This is an optimization exercise on Yosys and OpenROAD, whose aim is small area, a short achievable clock period and few clock cycles per item, not a production implementation. Function was checked by simulation only, so behaviour that the tests miss may differ from the original. No activity file was given, so power comes from the tool's default toggle rates.

`flow/run.sh`:
```
#!/bin/bash
# synth_recipe.tcl (not shown) runs the flow's synth.tcl, then flattens the netlist and writes it again
# the make line also repeats each setting of config.mk as NAME=value (left out here)
make -C /OpenROAD-flow-scripts/flow DESIGN_CONFIG=/design/flow/config.mk WORK_HOME=/design/flow/orfs CLKGATE_MAP_FILE= SYNTH_SCRIPT=/design/flow/synth_recipe.tcl finish
```
`flow/config.mk`:
```
export PLATFORM = sky130hd
export DESIGN_NAME = sorted_interval_table
export DESIGN_NICKNAME = sorted_interval_table
export VERILOG_FILES = /design/flow/design.v
export SDC_FILE = /design/flow/constraint.sdc
export NUM_CORES = 4
export LEC_CHECK = 0
export CAP_MARGIN = 20
export CORE_MARGIN = 2
export CORE_UTILIZATION = 60
export SETUP_SLACK_MARGIN = 2.7
export SLEW_MARGIN = 20
```
`flow/constraint.sdc`:
```
create_clock -name core_clock -period 5.0 [get_ports {clk}]
set_input_delay 1.0000 -clock core_clock [delete_from_list [all_inputs] [get_ports {clk}]]
set_output_delay 1.0000 -clock core_clock [all_outputs]
set_load 0.01 [all_outputs]
```
`flow/design.v`:
```
package sit_pkg;
	localparam int CAPACITY = 32;
	localparam int IDX_W    = $clog2(CAPACITY);
	localparam int CNT_W    = $clog2(CAPACITY + 1);
	localparam int CMP_W    = CNT_W + 1;
	localparam int TIME_W     = 11;
	localparam int ROOM_W     = 8;
	localparam int KIND_W     = 2;
	localparam int STATUS_W   = 3;
	localparam int OUT_IDX_W  = 5;
	localparam int CFG_W      = 11;
	localparam int CFG_ADDR_W = 1;
	localparam int ENTRY_W   = 2 * TIME_W + ROOM_W;
	localparam int RES_W     = STATUS_W + OUT_IDX_W + TIME_W + ROOM_W;
	localparam int S_TDATA_W = ((ENTRY_W + 7) / 8) * 8;
	localparam int M_TDATA_W = ((RES_W + 7) / 8) * 8;
	localparam logic [TIME_W-1:0] DAY_BEGIN_RST = TIME_W'(0);
	localparam logic [TIME_W-1:0] DAY_END_RST   = TIME_W'(1440);
	localparam logic [CFG_ADDR_W-1:0] REG_DAY_BEGIN = CFG_ADDR_W'(0);
	localparam logic [CFG_ADDR_W-1:0] REG_DAY_END   = CFG_ADDR_W'(1);
	typedef enum logic [KIND_W-1:0] {
		KIND_INSERT = 2'd0,
		KIND_REMOVE = 2'd1,
		KIND_FIND   = 2'd2
	} kind_t;
	typedef enum logic [STATUS_W-1:0] {
		STAT_OK       = 3'd0,
		STAT_RANGE    = 3'd1,
		STAT_FULL     = 3'd2,
		STAT_EMPTY    = 3'd3,
		STAT_NOTFOUND = 3'd4
	} status_t;
	typedef struct packed {
		logic [ROOM_W-1:0] room;
		logic [TIME_W-1:0] fin;
		logic [TIME_W-1:0] bgn;
	} entry_t;
	typedef struct packed {
		logic [ROOM_W-1:0]    room;
		logic [TIME_W-1:0]    fin;
		logic [OUT_IDX_W-1:0] idx;
		status_t              status;
	} result_t;
endpackage
module sit_ram #(
	parameter int WIDTH = 8,
	parameter int DEPTH = 32
) (
	input  logic                     clk,
	input  logic                     we,
	input  logic [$clog2(DEPTH)-1:0] waddr,
	input  logic [WIDTH-1:0]         wdata,
	input  logic [$clog2(DEPTH)-1:0] raddr,
	output logic [WIDTH-1:0]         rdata
);
	logic [WIDTH-1:0] mem [DEPTH];
	always_ff @(posedge clk) begin
		if (we) begin
			mem[waddr] <= wdata;
		end
		rdata <= mem[raddr];
	end
endmodule
import sit_pkg::*;
module sorted_interval_table (
	input  logic                  clk,
	input  logic                  arst_n,
	input  logic                  cfg_we,
	input  logic [sit_pkg::CFG_ADDR_W-1:0] cfg_addr,
	input  logic [sit_pkg::CFG_W-1:0]      cfg_wdata,
	input  logic                  s_tvalid,
	output logic                  s_tready,
	input  logic [sit_pkg::S_TDATA_W-1:0]  s_tdata,    
	input  logic [sit_pkg::KIND_W-1:0]     s_tuser,    
	output logic                  m_tvalid,
	input  logic                  m_tready,
	output logic [sit_pkg::M_TDATA_W-1:0]  m_tdata     
);
	logic [TIME_W-1:0]   day_begin_q;
	logic [TIME_W-1:0]   day_end_q;
	logic [CAPACITY-1:0] vld_q;
	logic [TIME_W-1:0]   bgn_q  [CAPACITY];
	logic [TIME_W-1:0]   fin_q  [CAPACITY];
	logic [ROOM_W-1:0]   room_q [CAPACITY];
	logic                s1_v_q;
	logic [STATUS_W-1:0] s1_status_q;
	logic                s1_fok_q;
	logic [CAPACITY-1:0] s1_eq_q;      
	logic [CAPACITY-1:0] s1_lt_q;
	logic                s2_v_q;
	logic [STATUS_W-1:0] s2_status_q;
	logic                s2_fok_q;
	logic [TIME_W-1:0]   s2_fin_q;
	logic [ROOM_W-1:0]   s2_room_q;
	logic [15:0]         s2_pc_q;      
	logic [15:0]         pc8;
	logic                out_v_q;
	logic [STATUS_W-1:0] out_status_q;
	logic [OUT_IDX_W-1:0] out_idx_q;
	logic [TIME_W-1:0]   out_fin_q;
	logic [ROOM_W-1:0]   out_room_q;
	sit_pkg::entry_t     in_e;
	logic                adv;
	logic                accept;
	logic                is_ins;
	logic                is_rm;
	logic                is_find;
	logic                bad_ins;
	logic                full;
	logic                empty;
	logic                found;
	logic [CAPACITY-1:0] eq;
	logic [CAPACITY-1:0] lt;
	logic [CAPACITY-1:0] free_pre;    
	logic [CAPACITY-1:0] first_free;
	logic [STATUS_W-1:0] status;
	logic [TIME_W-1:0]   rd_fin;
	logic [ROOM_W-1:0]   rd_room;
	logic [OUT_IDX_W:0]  idx;
	assign in_e    = sit_pkg::entry_t'(s_tdata[ENTRY_W-1:0]);
	assign adv     = !out_v_q || m_tready;
	assign s_tready = adv;
	assign accept  = s_tvalid && adv;
	assign is_ins  = (s_tuser == KIND_INSERT);
	assign is_rm   = (s_tuser == KIND_REMOVE);
	assign is_find = (s_tuser == KIND_FIND);
	assign bad_ins = (in_e.bgn < day_begin_q) || (in_e.fin > day_end_q)
		|| (in_e.bgn >= in_e.fin);
	assign full    = &vld_q;
	assign empty   = !(|vld_q);
	always_comb begin
		for (int i = 0; i < CAPACITY; i++) begin
			eq[i] = vld_q[i] && (bgn_q[i] == in_e.bgn);
			lt[i] = vld_q[i] && (bgn_q[i] < in_e.bgn);
		end
	end
	assign found = |eq;
	always_comb begin
		free_pre[0] = 1'b1;
		for (int i = 1; i < CAPACITY; i++) begin
			free_pre[i] = free_pre[i-1] && vld_q[i-1];
		end
		first_free = free_pre & ~vld_q;
	end
	always_comb begin
		rd_fin  = '0;
		rd_room = '0;
		for (int i = 0; i < CAPACITY; i++) begin
			rd_fin  = rd_fin  | (fin_q[i]  & {TIME_W{s1_eq_q[i]}});
			rd_room = rd_room | (room_q[i] & {ROOM_W{s1_eq_q[i]}});
		end
	end
	always_comb begin
		unique case (s_tuser)
			KIND_INSERT: status = bad_ins ? STAT_RANGE : (full ? STAT_FULL : STAT_OK);
			KIND_REMOVE: status = empty ? STAT_EMPTY : (found ? STAT_OK : STAT_NOTFOUND);
			KIND_FIND:   status = found ? STAT_OK : STAT_NOTFOUND;
			default:     status = STAT_RANGE;
		endcase
	end
	always_ff @(posedge clk) begin
		for (int i = 0; i < CAPACITY; i++) begin
			if (!vld_q[i]) begin
				bgn_q[i]  <= in_e.bgn;
				fin_q[i]  <= in_e.fin;
				room_q[i] <= in_e.room;
			end
		end
	end
	always_ff @(posedge clk or negedge arst_n) begin
		if (!arst_n) begin
			day_begin_q <= DAY_BEGIN_RST;
			day_end_q   <= DAY_END_RST;
			vld_q       <= '0;
			s1_v_q      <= 1'b0;
			s2_v_q      <= 1'b0;
			out_v_q     <= 1'b0;
		end else begin
			if (cfg_we) begin
				if (cfg_addr == REG_DAY_BEGIN) begin
					day_begin_q <= cfg_wdata;
				end else begin
					day_end_q <= cfg_wdata;
				end
			end
			if (accept) begin
				if (is_ins && !bad_ins) begin
					vld_q <= vld_q | first_free;
				end else if (is_rm) begin
					vld_q <= vld_q & ~eq;
				end
			end
			if (adv) begin
				s1_v_q  <= s_tvalid;
				s2_v_q  <= s1_v_q;
				out_v_q <= s2_v_q;
			end
		end
	end
	always_ff @(posedge clk) begin
		if (adv) begin
			s1_status_q <= status;
			s1_fok_q    <= is_find && found;
			s1_eq_q     <= is_find ? eq : '0;
			s1_lt_q     <= lt;
		end
	end
	logic q0_s0, q0_c1, q0_s2, q0_c3, q0_s4, q0_c5, q0_s6, q0_c7, q0_s8, q0_c9, q0_s10, q0_c11, q0_s12, q0_c13, q1_s14, q1_c15, q1_s16, q1_c17, q1_s18, q1_c19, q1_s20, q1_c21, q1_s22, q1_c23, q1_s24, q1_c25, q1_s26, q1_c27, q2_s28, q2_c29, q2_s30, q2_c31, q2_s32, q2_c33, q2_s34, q2_c35, q2_s36, q2_c37, q2_s38, q2_c39, q2_s40, q2_c41, q3_s42, q3_c43, q3_s44, q3_c45, q3_s46, q3_c47, q3_s48, q3_c49, q3_s50, q3_c51, q3_s52, q3_c53, q3_s54, q3_c55, r_s56, r_c57, r_s58, r_c59, r_s60, r_c61, r_s62, r_c63, r_s64, r_c65, r_s66, r_c67, r_s68, r_c69, r_s70, r_c71, r_s72, r_c73, r_s74, r_c75, r_s76, r_c77, r_s78, r_c79;
	always_comb begin
		q0_s0 = s1_lt_q[0] ^ s1_lt_q[1] ^ s1_lt_q[2];
		q0_c1 = (s1_lt_q[0] & s1_lt_q[1]) | (s1_lt_q[0] & s1_lt_q[2]) | (s1_lt_q[1] & s1_lt_q[2]);
		q0_s2 = s1_lt_q[3] ^ s1_lt_q[4] ^ s1_lt_q[5];
		q0_c3 = (s1_lt_q[3] & s1_lt_q[4]) | (s1_lt_q[3] & s1_lt_q[5]) | (s1_lt_q[4] & s1_lt_q[5]);
		q0_s4 = q0_s0 ^ q0_s2 ^ s1_lt_q[6];
		q0_c5 = (q0_s0 & q0_s2) | (q0_s0 & s1_lt_q[6]) | (q0_s2 & s1_lt_q[6]);
		q0_s6 = q0_c5 ^ q0_c1 ^ q0_c3;
		q0_c7 = (q0_c5 & q0_c1) | (q0_c5 & q0_c3) | (q0_c1 & q0_c3);
		q0_s8 = q0_s4 ^ s1_lt_q[7];
		q0_c9 = q0_s4 & s1_lt_q[7];
		q0_s10 = q0_s6 ^ q0_c9;
		q0_c11 = q0_s6 & q0_c9;
		q0_s12 = q0_c7 ^ q0_c11;
		q0_c13 = q0_c7 & q0_c11;
		pc8[3:0] = {q0_c13, q0_s12, q0_s10, q0_s8};
		q1_s14 = s1_lt_q[8] ^ s1_lt_q[9] ^ s1_lt_q[10];
		q1_c15 = (s1_lt_q[8] & s1_lt_q[9]) | (s1_lt_q[8] & s1_lt_q[10]) | (s1_lt_q[9] & s1_lt_q[10]);
		q1_s16 = s1_lt_q[11] ^ s1_lt_q[12] ^ s1_lt_q[13];
		q1_c17 = (s1_lt_q[11] & s1_lt_q[12]) | (s1_lt_q[11] & s1_lt_q[13]) | (s1_lt_q[12] & s1_lt_q[13]);
		q1_s18 = q1_s14 ^ q1_s16 ^ s1_lt_q[14];
		q1_c19 = (q1_s14 & q1_s16) | (q1_s14 & s1_lt_q[14]) | (q1_s16 & s1_lt_q[14]);
		q1_s20 = q1_c19 ^ q1_c15 ^ q1_c17;
		q1_c21 = (q1_c19 & q1_c15) | (q1_c19 & q1_c17) | (q1_c15 & q1_c17);
		q1_s22 = q1_s18 ^ s1_lt_q[15];
		q1_c23 = q1_s18 & s1_lt_q[15];
		q1_s24 = q1_s20 ^ q1_c23;
		q1_c25 = q1_s20 & q1_c23;
		q1_s26 = q1_c21 ^ q1_c25;
		q1_c27 = q1_c21 & q1_c25;
		pc8[7:4] = {q1_c27, q1_s26, q1_s24, q1_s22};
		q2_s28 = s1_lt_q[16] ^ s1_lt_q[17] ^ s1_lt_q[18];
		q2_c29 = (s1_lt_q[16] & s1_lt_q[17]) | (s1_lt_q[16] & s1_lt_q[18]) | (s1_lt_q[17] & s1_lt_q[18]);
		q2_s30 = s1_lt_q[19] ^ s1_lt_q[20] ^ s1_lt_q[21];
		q2_c31 = (s1_lt_q[19] & s1_lt_q[20]) | (s1_lt_q[19] & s1_lt_q[21]) | (s1_lt_q[20] & s1_lt_q[21]);
		q2_s32 = q2_s28 ^ q2_s30 ^ s1_lt_q[22];
		q2_c33 = (q2_s28 & q2_s30) | (q2_s28 & s1_lt_q[22]) | (q2_s30 & s1_lt_q[22]);
		q2_s34 = q2_c33 ^ q2_c29 ^ q2_c31;
		q2_c35 = (q2_c33 & q2_c29) | (q2_c33 & q2_c31) | (q2_c29 & q2_c31);
		q2_s36 = q2_s32 ^ s1_lt_q[23];
		q2_c37 = q2_s32 & s1_lt_q[23];
		q2_s38 = q2_s34 ^ q2_c37;
		q2_c39 = q2_s34 & q2_c37;
		q2_s40 = q2_c35 ^ q2_c39;
		q2_c41 = q2_c35 & q2_c39;
		pc8[11:8] = {q2_c41, q2_s40, q2_s38, q2_s36};
		q3_s42 = s1_lt_q[24] ^ s1_lt_q[25] ^ s1_lt_q[26];
		q3_c43 = (s1_lt_q[24] & s1_lt_q[25]) | (s1_lt_q[24] & s1_lt_q[26]) | (s1_lt_q[25] & s1_lt_q[26]);
		q3_s44 = s1_lt_q[27] ^ s1_lt_q[28] ^ s1_lt_q[29];
		q3_c45 = (s1_lt_q[27] & s1_lt_q[28]) | (s1_lt_q[27] & s1_lt_q[29]) | (s1_lt_q[28] & s1_lt_q[29]);
		q3_s46 = q3_s42 ^ q3_s44 ^ s1_lt_q[30];
		q3_c47 = (q3_s42 & q3_s44) | (q3_s42 & s1_lt_q[30]) | (q3_s44 & s1_lt_q[30]);
		q3_s48 = q3_c47 ^ q3_c43 ^ q3_c45;
		q3_c49 = (q3_c47 & q3_c43) | (q3_c47 & q3_c45) | (q3_c43 & q3_c45);
		q3_s50 = q3_s46 ^ s1_lt_q[31];
		q3_c51 = q3_s46 & s1_lt_q[31];
		q3_s52 = q3_s48 ^ q3_c51;
		q3_c53 = q3_s48 & q3_c51;
		q3_s54 = q3_c49 ^ q3_c53;
		q3_c55 = q3_c49 & q3_c53;
		pc8[15:12] = {q3_c55, q3_s54, q3_s52, q3_s50};
		r_s56 = s2_pc_q[0] ^ s2_pc_q[4] ^ s2_pc_q[8];
		r_c57 = (s2_pc_q[0] & s2_pc_q[4]) | (s2_pc_q[0] & s2_pc_q[8]) | (s2_pc_q[4] & s2_pc_q[8]);
		r_s58 = s2_pc_q[1] ^ s2_pc_q[5] ^ s2_pc_q[9];
		r_c59 = (s2_pc_q[1] & s2_pc_q[5]) | (s2_pc_q[1] & s2_pc_q[9]) | (s2_pc_q[5] & s2_pc_q[9]);
		r_s60 = s2_pc_q[2] ^ s2_pc_q[6] ^ s2_pc_q[10];
		r_c61 = (s2_pc_q[2] & s2_pc_q[6]) | (s2_pc_q[2] & s2_pc_q[10]) | (s2_pc_q[6] & s2_pc_q[10]);
		r_s62 = s2_pc_q[3] ^ s2_pc_q[7] ^ s2_pc_q[11];
		r_c63 = (s2_pc_q[3] & s2_pc_q[7]) | (s2_pc_q[3] & s2_pc_q[11]) | (s2_pc_q[7] & s2_pc_q[11]);
		r_s64 = r_c57 ^ r_s58 ^ s2_pc_q[13];
		r_c65 = (r_c57 & r_s58) | (r_c57 & s2_pc_q[13]) | (r_s58 & s2_pc_q[13]);
		r_s66 = r_c59 ^ r_s60 ^ s2_pc_q[14];
		r_c67 = (r_c59 & r_s60) | (r_c59 & s2_pc_q[14]) | (r_s60 & s2_pc_q[14]);
		r_s68 = r_c61 ^ r_s62 ^ s2_pc_q[15];
		r_c69 = (r_c61 & r_s62) | (r_c61 & s2_pc_q[15]) | (r_s62 & s2_pc_q[15]);
		r_s70 = r_s56 ^ s2_pc_q[12];
		r_c71 = r_s56 & s2_pc_q[12];
		r_s72 = r_s64 ^ r_c71;
		r_c73 = r_s64 & r_c71;
		r_s74 = r_c65 ^ r_s66 ^ r_c73;
		r_c75 = (r_c65 & r_s66) | (r_c65 & r_c73) | (r_s66 & r_c73);
		r_s76 = r_c67 ^ r_s68 ^ r_c75;
		r_c77 = (r_c67 & r_s68) | (r_c67 & r_c75) | (r_s68 & r_c75);
		r_s78 = r_c69 ^ r_c63 ^ r_c77;
		r_c79 = (r_c69 & r_c63) | (r_c69 & r_c77) | (r_c63 & r_c77);
		idx = {r_c79, r_s78, r_s76, r_s74, r_s72, r_s70};
	end
	always_ff @(posedge clk) begin
		if (adv) begin
			s2_status_q <= s1_status_q;
			s2_fok_q    <= s1_fok_q;
			s2_fin_q    <= rd_fin;
			s2_room_q   <= rd_room;
			s2_pc_q     <= pc8;
		end
	end
	always_ff @(posedge clk) begin
		if (adv) begin
			out_status_q <= s2_status_q;
			out_idx_q    <= s2_fok_q ? idx[OUT_IDX_W-1:0] : '0;
			out_fin_q    <= s2_fin_q;
			out_room_q   <= s2_room_q;
		end
	end
	assign m_tvalid = out_v_q;
	assign m_tdata  = M_TDATA_W'({out_room_q, out_fin_q, out_idx_q, out_status_q});
endmodule
```
==> flow_metrics.tcl, run 1 <==
set metrics [dict create \
    drv_cap 0 \
    synth-simple-area-share 0.0607 \
    rsz0062_at_grt "yes" \
    drv_slew 0 \
    cts_buffers 111 \
    firstDrtPassIters 6 \
    p_leak_nw 22.6 \
    grtUsageTotal 0.383 \
    synth.area.top_cells "edfxtp_1 68%, ha_1 10%, a22oi_1 3.6%" \
    vias 32200 \
    port_buffers 77 \
    cts-root-buf "clkbuf_16" \
    wl_mm 160 \
    worst_pin_slew_ps 1040 \
    highest-signal-layer "met5" \
    wl_met1_mm 59.0 \
    htreeDepth 3 \
    grt_pass1_vias 31600 \
    clk_pin_slew_worst_paths_ps 60 \
    synth_mux_area_frac 0.00278 \
    min_path_type "flip-flop to flip-flop" \
    hpwl_mm 83.7 \
    avgSynthCellArea_um2 15.8 \
    finish.utilization 0.756 \
    synth-seq-area-share 0.705 \
    final.setup_skew_ps 41.3 \
    finalSetupTns_ps 0 \
    ys_types 64 \
    ys_warn_count 4 \
    yosys.area_share.xor_xnor 0.000360 \
    status "complete, no violations" \
    grt_max_degree 83 \
    die_h_um 289 \
    r2r-start "s2_pc_q[9]" \
    async_reset_ff_frac 0.0495 \
    cp.required_ps 4000 \
    synth-compound-area-share 0.0982 \
    final-setup-viol-count 0 \
    drt_iter0_markers 4471 \
    wl_met2_mm 72.2 \
    grt_first_pass_wirelength_mm 223 \
    initial_utilization 0.605 \
    cts_tree "yes" \
    pre_cts_ws_ps 771 \
    hold_viol 0 \
    cp-end-kind "output port" \
    avgRoutedWirePerCell_um 34.3 \
    place.gp.congestion 0.914 \
    path_class "input port to output port" \
    nNetsFinal 3987 \
    arrival_ps 1880 \
    min_period_ps 2880 \
    rows 104 \
    ir_drop_v 0.000361 \
    ant_nets 0 \
    area_delta_synth_final_pct 24.9 \
    drive_gt1_frac 0.246 \
    yosysTopAreaCell "edfxtp_1" \
    met3_length_mm 21.8 \
    synthFlopType "edfxtp_1" \
    synth_top_family_by_area "adder cells" \
    die_area_mm2 0.0834 \
    slew_headroom 0.307 \
    fmax_ghz 0.347 \
    cp_max_fo 2 \
    r2r_slack_ps 2140 \
    coreArea_mm2 0.0804 \
    critPathLaunchType "input port" \
    synth_top_area_share 0.675 \
    die_w_um 289 \
    ys_ff_latch 1151 \
    synth-adder-area-share 0.113 \
    antenna_found_initial 9 \
    power.density_mw_per_mm2 405 \
    drc_errors 0 \
    post-route-period-util 0.576 \
    vias_per_cell 6.90 \
    grt.overflow.total 0 \
    clock_latency_ps 710 \
    pin_count 85 \
    startpoint "m_tready" \
    synthCells 3082 \
    p_total_mw 24.6 \
    fin_ws_ps 2120 \
    cts_buffer_depth 3 \
    cts.sinks 1151 \
    hold_start "s2_fin_q[3]" \
    synth_edf_count 1094 \
    synth.cell_area_mm2 0.0487 \
]
synth_stat cells (6+ instances only):
library cell / number
clkbuf_1: 64
a21oi_1: 61
a31oi_1: 6
fa_1: 25
dfrtp_1: 53
a21o_1: 20
a211oi_1: 8
ha_1: 398
and2_1: 7
edfxtp_1: 1094
nand4_1: 115
o2111ai_1: 12
o31ai_1: 22
nand2_1: 116
a221oi_1: 39
inv_1: 180
or3_1: 6
or4_1: 21
o21ai_0: 101
nand2b_1: 7
buf_1: 12
o211ai_1: 19
o21a_1: 70
nor2_1: 75
nor2b_1: 57
nand3_1: 76
a22o_1: 39
a22oi_1: 234
o41ai_1: 9
mux2_2: 12
nor3_1: 28
nor4_1: 37
timing repair:
action	4_1_cts	5_1_grt
buffers inserted	140	29
cloned	21	1
hold endpoints to repair	0	0
hold buffers	0	0
pin swaps	119	79
endpoints found under the setup margin	199	96
resized for setup	517	161
routing by layer:
| metal | vias up | global-route usage |
|---|---|---|
| li1 | 13200 | - |
| met3 | 464 | 0.105 |
| met5 | - | 0 |
| met2 | 2257 | 0.589 |
| met1 | 16200 | 0.528 |
| met4 | 6 | 0.143 |
area by class of cell:
class                      count  area [um2]
clock buffer                 150        3030
tap                         1060        1330
multi-input combinational   1672       16300
antenna                        1        2.50
inverter                     182         738
clock inverter                56         649
timing repair buffer         395        4480
fill                        4811       19600
sequential                  1151       34300
sequential cells by signal, summed over array words and instances, names as in the netlist, 16 cells and up:
name and flops:
s2_pc_q 16, vld_q 32, fin_q 352, bgn_q 352
s1_eq_q 32, s1_lt_q 32, room_q 256
cells by family (layout without fill, tap and decap cells):
| logic type | after synthesis | count (layout) |
|---|---|---|
| AO/OA/AOI/OAI | 669 | 669 |
| XOR/XNOR | 2 | 2 |
| adder cells (fa/ha/maj) | 423 | 423 |
| buffers and inverters | 264 | 783 |
| flip-flops | 1151 | 1151 |
| multiplexers | 12 | 12 |
| other | 1 | 6 |
| AND/OR/NAND/NOR | 560 | 561 |
per-stage QoR:
| stage | std cells | hold slack (ps) | area [um2] |
|---|---|---|---|
| 2_1_floorplan | 3086 | 400 | 49500 |
| 3_3_place_gp | 4269 | 401 | 52200 |
| 3_5_place_dp | 4269 | 405 | 52200 |
| 4_1_cts | 4636 | 417 | 59600 |
| 5_1_grt | 4667 | 429 | 60800 |
| 6_report | 4667 | 416 | 60800 |
power breakdown:
group | internal (mW) | switching [mW] | leakage (nW) | total, mW
Clock | 4.82 | 3.63 | 1.78 | 8.45
Combinational | 1.68 | 2.72 | 8.99 | 4.39
Sequential | 11.5 | 0.303 | 11.9 | 11.8
path summary, 6_finish.rpt:
check,to,cells past startpoint
setup / recovery,s_tready,4
hold / removal,out_fin_q[3],0
setup reg to reg,out_idx_q[3],8
hold reg to reg,out_fin_q[3],0
max in group asynchronous,vld_q[0],2
min in group asynchronous,day_end_q[0],2
worst max-delay path, cell delays in order:
cell,delay (ps)
buf_6,100
nor2b_4,210
clkinvlp_4,340
buf_6,230
placed cells by master, fill, tap and decap left out, types with 58 or more instances in the layout:
cell,count
ha_1,257
nand3_1,65
o21ai_0,59
nand4_1,115
o21a_1,70
nor2_1,62
buf_4,187
clkbuf_16,112
inv_1,126
ha_4,139
a21oi_1,58
edfxtp_1,1094
nand2_1,106
a22oi_1,229
Testbench counts, summed over its fixed seeds: cycles 4,824, items 4,800.
==> inputs of run 2 (changes only) <==
--- a/flow/design.v
+++ b/flow/design.v
@@ -84,6 +84,8 @@
 	logic [ROOM_W-1:0]   room_q [CAPACITY];
 	logic                s1_v_q;
-	logic [STATUS_W-1:0] s1_status_q;
-	logic                s1_fok_q;
+	logic [KIND_W-1:0]   s1_kind_q;
+	logic                s1_bad_q;     
+	logic                s1_full_q;
+	logic                s1_empty_q;
 	logic [CAPACITY-1:0] s1_eq_q;      
 	logic [CAPACITY-1:0] s1_lt_q;
@@ -110,4 +112,5 @@
 	logic                empty;
 	logic                found;
+	logic                s1_find;
 	logic [CAPACITY-1:0] eq;
 	logic [CAPACITY-1:0] lt;
@@ -135,5 +138,4 @@
 		end
 	end
-	assign found = |eq;
 	always_comb begin
 		free_pre[0] = 1'b1;
@@ -150,9 +152,13 @@
 			rd_room = rd_room | (room_q[i] & {ROOM_W{s1_eq_q[i]}});
 		end
+		rd_fin  = rd_fin  & {TIME_W{s1_find}};
+		rd_room = rd_room & {ROOM_W{s1_find}};
 	end
+	assign found   = |s1_eq_q;
+	assign s1_find = (s1_kind_q == KIND_FIND);
 	always_comb begin
-		unique case (s_tuser)
-			KIND_INSERT: status = bad_ins ? STAT_RANGE : (full ? STAT_FULL : STAT_OK);
-			KIND_REMOVE: status = empty ? STAT_EMPTY : (found ? STAT_OK : STAT_NOTFOUND);
+		unique case (s1_kind_q)
+			KIND_INSERT: status = s1_bad_q ? STAT_RANGE : (s1_full_q ? STAT_FULL : STAT_OK);
+			KIND_REMOVE: status = s1_empty_q ? STAT_EMPTY : (found ? STAT_OK : STAT_NOTFOUND);
 			KIND_FIND:   status = found ? STAT_OK : STAT_NOTFOUND;
 			default:     status = STAT_RANGE;
@@ -200,11 +206,13 @@
 	always_ff @(posedge clk) begin
 		if (adv) begin
-			s1_status_q <= status;
-			s1_fok_q    <= is_find && found;
-			s1_eq_q     <= is_find ? eq : '0;
+			s1_kind_q   <= s_tuser;
+			s1_bad_q    <= bad_ins;
+			s1_full_q   <= full;
+			s1_empty_q  <= empty;
+			s1_eq_q     <= eq;
 			s1_lt_q     <= lt;
 		end
 	end
-	logic q0_s0, q0_c1, q0_s2, q0_c3, q0_s4, q0_c5, q0_s6, q0_c7, q0_s8, q0_c9, q0_s10, q0_c11, q0_s12, q0_c13, q1_s14, q1_c15, q1_s16, q1_c17, q1_s18, q1_c19, q1_s20, q1_c21, q1_s22, q1_c23, q1_s24, q1_c25, q1_s26, q1_c27, q2_s28, q2_c29, q2_s30, q2_c31, q2_s32, q2_c33, q2_s34, q2_c35, q2_s36, q2_c37, q2_s38, q2_c39, q2_s40, q2_c41, q3_s42, q3_c43, q3_s44, q3_c45, q3_s46, q3_c47, q3_s48, q3_c49, q3_s50, q3_c51, q3_s52, q3_c53, q3_s54, q3_c55, r_s56, r_c57, r_s58, r_c59, r_s60, r_c61, r_s62, r_c63, r_s64, r_c65, r_s66, r_c67, r_s68, r_c69, r_s70, r_c71, r_s72, r_c73, r_s74, r_c75, r_s76, r_c77, r_s78, r_c79;
+	logic q0_s0, q0_c1, q0_s2, q0_c3, q0_s4, q0_c5, q0_s6, q0_c7, q0_s8, q0_c9, q0_s10, q0_c11, q0_s12, q0_c13, q1_s14, q1_c15, q1_s16, q1_c17, q1_s18, q1_c19, q1_s20, q1_c21, q1_s22, q1_c23, q1_s24, q1_c25, q1_s26, q1_c27, q2_s28, q2_c29, q2_s30, q2_c31, q2_s32, q2_c33, q2_s34, q2_c35, q2_s36, q2_c37, q2_s38, q2_c39, q2_s40, q2_c41, q3_s42, q3_c43, q3_s44, q3_c45, q3_s46, q3_c47, q3_s48, q3_c49, q3_s50, q3_c51, q3_s52, q3_c53, q3_s54, q3_c55, ra_g0, ra_p0, ra_g1, ra_p1, ra_g2, ra_p2, ra_g3, ra_p3, ra_g4, ra_p4, ra_s0, ra_s1, ra_s2, ra_s3, ra_s4, rb_g0, rb_p0, rb_g1, rb_p1, rb_g2, rb_p2, rb_g3, rb_p3, rb_g4, rb_p4, rb_s0, rb_s1, rb_s2, rb_s3, rb_s4, rc_g0, rc_p0, rc_g1, rc_p1, rc_g2, rc_p2, rc_g3, rc_p3, rc_g4, rc_p4, rc_g5, rc_p5, rc_s0, rc_s1, rc_s2, rc_s3, rc_s4, rc_s5;
 	always_comb begin
 		q0_s0 = s1_lt_q[0] ^ s1_lt_q[1] ^ s1_lt_q[2];
@@ -268,34 +276,58 @@
 		q3_c55 = q3_c49 & q3_c53;
 		pc8[15:12] = {q3_c55, q3_s54, q3_s52, q3_s50};
-		r_s56 = s2_pc_q[0] ^ s2_pc_q[4] ^ s2_pc_q[8];
-		r_c57 = (s2_pc_q[0] & s2_pc_q[4]) | (s2_pc_q[0] & s2_pc_q[8]) | (s2_pc_q[4] & s2_pc_q[8]);
-		r_s58 = s2_pc_q[1] ^ s2_pc_q[5] ^ s2_pc_q[9];
-		r_c59 = (s2_pc_q[1] & s2_pc_q[5]) | (s2_pc_q[1] & s2_pc_q[9]) | (s2_pc_q[5] & s2_pc_q[9]);
-		r_s60 = s2_pc_q[2] ^ s2_pc_q[6] ^ s2_pc_q[10];
-		r_c61 = (s2_pc_q[2] & s2_pc_q[6]) | (s2_pc_q[2] & s2_pc_q[10]) | (s2_pc_q[6] & s2_pc_q[10]);
-		r_s62 = s2_pc_q[3] ^ s2_pc_q[7] ^ s2_pc_q[11];
-		r_c63 = (s2_pc_q[3] & s2_pc_q[7]) | (s2_pc_q[3] & s2_pc_q[11]) | (s2_pc_q[7] & s2_pc_q[11]);
-		r_s64 = r_c57 ^ r_s58 ^ s2_pc_q[13];
-		r_c65 = (r_c57 & r_s58) | (r_c57 & s2_pc_q[13]) | (r_s58 & s2_pc_q[13]);
-		r_s66 = r_c59 ^ r_s60 ^ s2_pc_q[14];
-		r_c67 = (r_c59 & r_s60) | (r_c59 & s2_pc_q[14]) | (r_s60 & s2_pc_q[14]);
-		r_s68 = r_c61 ^ r_s62 ^ s2_pc_q[15];
-		r_c69 = (r_c61 & r_s62) | (r_c61 & s2_pc_q[15]) | (r_s62 & s2_pc_q[15]);
-		r_s70 = r_s56 ^ s2_pc_q[12];
-		r_c71 = r_s56 & s2_pc_q[12];
-		r_s72 = r_s64 ^ r_c71;
-		r_c73 = r_s64 & r_c71;
-		r_s74 = r_c65 ^ r_s66 ^ r_c73;
-		r_c75 = (r_c65 & r_s66) | (r_c65 & r_c73) | (r_s66 & r_c73);
-		r_s76 = r_c67 ^ r_s68 ^ r_c75;
-		r_c77 = (r_c67 & r_s68) | (r_c67 & r_c75) | (r_s68 & r_c75);
-		r_s78 = r_c69 ^ r_c63 ^ r_c77;
-		r_c79 = (r_c69 & r_c63) | (r_c69 & r_c77) | (r_c63 & r_c77);
-		idx = {r_c79, r_s78, r_s76, r_s74, r_s72, r_s70};
+		ra_g0 = s2_pc_q[0] & s2_pc_q[4];
+		ra_p0 = s2_pc_q[0] ^ s2_pc_q[4];
+		ra_g1 = s2_pc_q[1] & s2_pc_q[5];
+		ra_p1 = s2_pc_q[1] ^ s2_pc_q[5];
+		ra_g2 = s2_pc_q[2] & s2_pc_q[6];
+		ra_p2 = s2_pc_q[2] ^ s2_pc_q[6];
+		ra_g3 = s2_pc_q[3] & s2_pc_q[7];
+		ra_p3 = s2_pc_q[3] ^ s2_pc_q[7];
+		ra_g4 = 1'b0 & 1'b0;
+		ra_p4 = 1'b0 ^ 1'b0;
+		ra_s0 = ra_p0;
+		ra_s1 = ra_p1 ^ ((ra_g0));
+		ra_s2 = ra_p2 ^ ((ra_g0 & ra_p1) | (ra_g1));
+		ra_s3 = ra_p3 ^ ((ra_g0 & ra_p1 & ra_p2) | (ra_g1 & ra_p2) | (ra_g2));
+		ra_s4 = ra_p4 ^ ((ra_g0 & ra_p1 & ra_p2 & ra_p3) | (ra_g1 & ra_p2 & ra_p3) | (ra_g2 & ra_p3) | (ra_g3));
+		rb_g0 = s2_pc_q[8] & s2_pc_q[12];
+		rb_p0 = s2_pc_q[8] ^ s2_pc_q[12];
+		rb_g1 = s2_pc_q[9] & s2_pc_q[13];
+		rb_p1 = s2_pc_q[9] ^ s2_pc_q[13];
+		rb_g2 = s2_pc_q[10] & s2_pc_q[14];
+		rb_p2 = s2_pc_q[10] ^ s2_pc_q[14];
+		rb_g3 = s2_pc_q[11] & s2_pc_q[15];
+		rb_p3 = s2_pc_q[11] ^ s2_pc_q[15];
+		rb_g4 = 1'b0 & 1'b0;
+		rb_p4 = 1'b0 ^ 1'b0;
+		rb_s0 = rb_p0;
+		rb_s1 = rb_p1 ^ ((rb_g0));
+		rb_s2 = rb_p2 ^ ((rb_g0 & rb_p1) | (rb_g1));
+		rb_s3 = rb_p3 ^ ((rb_g0 & rb_p1 & rb_p2) | (rb_g1 & rb_p2) | (rb_g2));
+		rb_s4 = rb_p4 ^ ((rb_g0 & rb_p1 & rb_p2 & rb_p3) | (rb_g1 & rb_p2 & rb_p3) | (rb_g2 & rb_p3) | (rb_g3));
+		rc_g0 = ra_s0 & rb_s0;
+		rc_p0 = ra_s0 ^ rb_s0;
+		rc_g1 = ra_s1 & rb_s1;
+		rc_p1 = ra_s1 ^ rb_s1;
+		rc_g2 = ra_s2 & rb_s2;
+		rc_p2 = ra_s2 ^ rb_s2;
+		rc_g3 = ra_s3 & rb_s3;
+		rc_p3 = ra_s3 ^ rb_s3;
+		rc_g4 = ra_s4 & rb_s4;
+		rc_p4 = ra_s4 ^ rb_s4;
+		rc_g5 = 1'b0 & 1'b0;
+		rc_p5 = 1'b0 ^ 1'b0;
+		rc_s0 = rc_p0;
+		rc_s1 = rc_p1 ^ ((rc_g0));
+		rc_s2 = rc_p2 ^ ((rc_g0 & rc_p1) | (rc_g1));
+		rc_s3 = rc_p3 ^ ((rc_g0 & rc_p1 & rc_p2) | (rc_g1 & rc_p2) | (rc_g2));
+		rc_s4 = rc_p4 ^ ((rc_g0 & rc_p1 & rc_p2 & rc_p3) | (rc_g1 & rc_p2 & rc_p3) | (rc_g2 & rc_p3) | (rc_g3));
+		rc_s5 = rc_p5 ^ ((rc_g0 & rc_p1 & rc_p2 & rc_p3 & rc_p4) | (rc_g1 & rc_p2 & rc_p3 & rc_p4) | (rc_g2 & rc_p3 & rc_p4) | (rc_g3 & rc_p4) | (rc_g4));
+		idx = {rc_s5, rc_s4, rc_s3, rc_s2, rc_s1, rc_s0};
 	end
 	always_ff @(posedge clk) begin
 		if (adv) begin
-			s2_status_q <= s1_status_q;
-			s2_fok_q    <= s1_fok_q;
+			s2_status_q <= status;
+			s2_fok_q    <= s1_find && found;
 			s2_fin_q    <= rd_fin;
 			s2_room_q   <= rd_room;
--- a/flow/config.mk
+++ b/flow/config.mk
@@ -9,4 +9,6 @@
 export CORE_MARGIN = 2
 export CORE_UTILIZATION = 60
-export SETUP_SLACK_MARGIN = 2.7
+export CTS_CLUSTER_DIAMETER = 100
+export CTS_CLUSTER_SIZE = 20
+export SETUP_SLACK_MARGIN = 2.6
 export SLEW_MARGIN = 20
==> flow_metrics.tcl, run 2 <==
set metrics [dict create \
    status "complete, no violations" \
    grtUsageTotal 0.352 \
    hpwl_mm 84.1 \
    synth_top_area_share 0.670 \
    critPathLaunchType "flip-flop" \
    cts_tree "yes" \
    power.density_mw_per_mm2 392 \
    wl_mm 148 \
    multi_input_area_mm2 0.0150 \
    regArea_mm2 0.0343 \
    cts_buffers 67 \
    rsz0062_at_grt "yes" \
    slew_headroom 0.294 \
    drv_slew 0 \
    placed_cells 4281 \
    synth.area.top_cells "edfxtp_1 67%, ha_1 10%, dfrtp_1 2.7%" \
    yosysTopAreaCell "edfxtp_1" \
    grt.overflow.total 0 \
    synth_edf_count 1095 \
    htreeDepth 3 \
    synth.cell_area_mm2 0.0491 \
    min_path_type "input port to asynchronous set/reset pin" \
    drc_errors 0 \
    p_total_mw 21.7 \
    synthFlopType "edfxtp_1" \
    pin_count 85 \
    cp_max_fo 1 \
    initial_utilization 0.607 \
    grt_first_pass_wirelength_mm 211 \
    cts_buffer_depth 3 \
    fmax_ghz 0.372 \
    final.setup_skew_ps 34.3 \
    cp-end-kind "flip-flop" \
    die_area_mm2 0.0841 \
    cts_hold_buf 0 \
    avgRoutedWirePerCell_um 33.6 \
    cp.required_ps 5400 \
    drv_cap 0 \
    ys_ff_latch 1152 \
    place.gp.congestion 0.859 \
    p_int_mw 15.6 \
    worst_pin_slew_ps 1060 \
    async_reset_ff_frac 0.0495 \
    fill_cells 5445 \
    die_w_um 290 \
    synth-seq-area-share 0.699 \
    nNetsFinal 3807 \
    cts.sinks 1152 \
    coreArea_mm2 0.0808 \
    switching_power_mw 6.05 \
    ys_warn_count 4 \
    p_leak_nw 20.8 \
    vias_per_cell 6.96 \
    reg_top3 "bgn_q (352), fin_q (352), room_q (256)" \
    avgSynthCellArea_um2 15.8 \
    p_seq_frac 0.545 \
    r2r-start "s1_lt_q[19]" \
    die_h_um 290 \
    final_cells 4415 \
    min_period_ps 2690 \
    drive_gt1_frac 0.126 \
    mostFrequentLayoutCell "edfxtp_1" \
    hold_viol 0 \
    power_frac_clock 0.260 \
    cts-root-buf "clkbuf_16" \
    post-route-period-util 0.538 \
    ys_types 62 \
    rows 104 \
    startpoint "s1_lt_q[19]" \
    yosysMostFrequentCell "edfxtp_1" \
    clock_latency_ps 660 \
    vias 30700 \
    combPwrFrac 0.195 \
    grt_pass1_vias 30400 \
    ys_top_cells_by_count "1,095 x edfxtp_1, 411 x ha_1, 157 x inv_1" \
    power.share.switching 0.280 \
    mostFrequentLayoutCells "1,095 x edfxtp_1, 361 x ha_1, 152 x a22oi_1" \
    antenna_found_initial 6 \
    area_delta_synth_final_pct 12.6 \
    arrival_ps 3090 \
    final-setup-viol-count 0 \
    drt_iter0_markers 4131 \
    clk_pin_slew_worst_paths_ps 90 \
    synthCells 3111 \
    firstDrtPassIters 5 \
    ant_nets 0 \
    ir_drop_v 0.000255 \
    finalSetupTns_ps 0 \
    grt_max_degree 139 \
    port_buffers 77 \
    path_class "flip-flop to flip-flop" \
]
[run 2: cells by family after synthesis]
group	synth area share
DFF	0.699
AOI/OAI and AO/OA	0.101
and+or+nand+nor	0.0650
adders and majority gates	0.113
buffers and inverters	0.0189
muxes	0.00275
xor gates and xnor gates	0.000892
other	0.0000764
[run 2: path summary, 6_finish.rpt]
| kind | depth (start not counted) | slack, ps | endpoint |
|---|---|---|---|
| max | 7 | 2310 | s2_pc_q[10] |
| min | 1 | 240 | day_end_q[0] |
| max reg2reg | 7 | 2310 | s2_pc_q[10] |
| min reg2reg | 0 | 420 | out_fin_q[5] |
| max in group asynchronous | 2 | 3660 | vld_q[14] |
| min in group core_clock | 0 | 420 | out_fin_q[5] |
[run 2: metal layers]
metal	global-route usage	vias up	routed length, um
met5	0	-	13
met4	0.129	2	6310
met3	0.0544	372	15600
met2	0.568	1839	69800
met1	0.492	15700	56700
li1	-	12900	-
[run 2: repair_timing]
item | CTS | global route
pin swaps | 25 | 30
setup endpoints to repair | 125 | 68
cloned | 6 | 0
resized for setup | 211 | 90
setup buffers | 25 | 5
[run 2: through the flow]
stage	util	instance area (um2)	worst slack (ps)	hold slack (ps)
after floorplan	-	49600	1280	400
after global placement	0.646	52200	565	401
after detailed placement	0.646	52200	469	405
after CTS	0.679	54800	2240	218
after global routing	0.684	55300	2180	240
final	0.684	55300	2310	242
[run 2: cell type report]
cell class,count,share of cell area
timing repair buffer,224,0.0385
tap,1060,0.0240
inverter,157,0.0116
multi-input combinational,1724,0.271
clock buffer,91,0.0327
clock inverter,6,0.00122
antenna,1,0.0000453
sequential,1152,0.621
[run 2: critical path: stages, from the launching register on]
cell	delay [ps]
edfxtp_1	470
fa_1	520
inv_1	60
fa_2	350
fa_2	610
inv_2	60
ha_4	160
ha_4	200
[run 2: power by group through the flow]
stage          combinational, mW  sequential [mW]  clock (mW)
6_report                    4.21             11.8        5.63
3_5_place_dp                3.87             12.1           0
2_1_floorplan               2.12             12.0           0
4_1_cts                     4.05             11.8        5.68
3_3_place_gp                3.76             12.0           0
5_1_grt                     4.53             11.9        5.97
Testbench counts of run 2, summed over its fixed seeds: cycles 4,824, items 4,800.

## static timing again, ports no longer ideal
In the flow no input, the clock included, has a driving cell. The finished layouts below were timed again as built, in two steps. Step 1: set_driving_cell puts a clkbuf_16 on clk and a buf_2 on each other input, an assumption about the parent block. Step 2 also shifts input and output timing later by t, the mid clock arrival at the registers, as if the neighbouring blocks saw the same clock. a / b / c = ideal ports / drivers / drivers and shift; a / b = the first two.
run	t (ns)	setup WS [ns]	hold WS [ns]	worst slew at a driven data input, ns
run 1	0.760	2.120 / 2.056 / 1.421	0.416 / 0.411 / 0.416	0.12
run 2	0.712	2.310 / 2.310 / 1.780	0.242 / 0.189 / 0.424	0.13
After both steps every run listed still meets setup and hold. The setup slack of run 1, which loses most, moves by -0.064 ns with the drivers and by -0.699 ns with both steps.
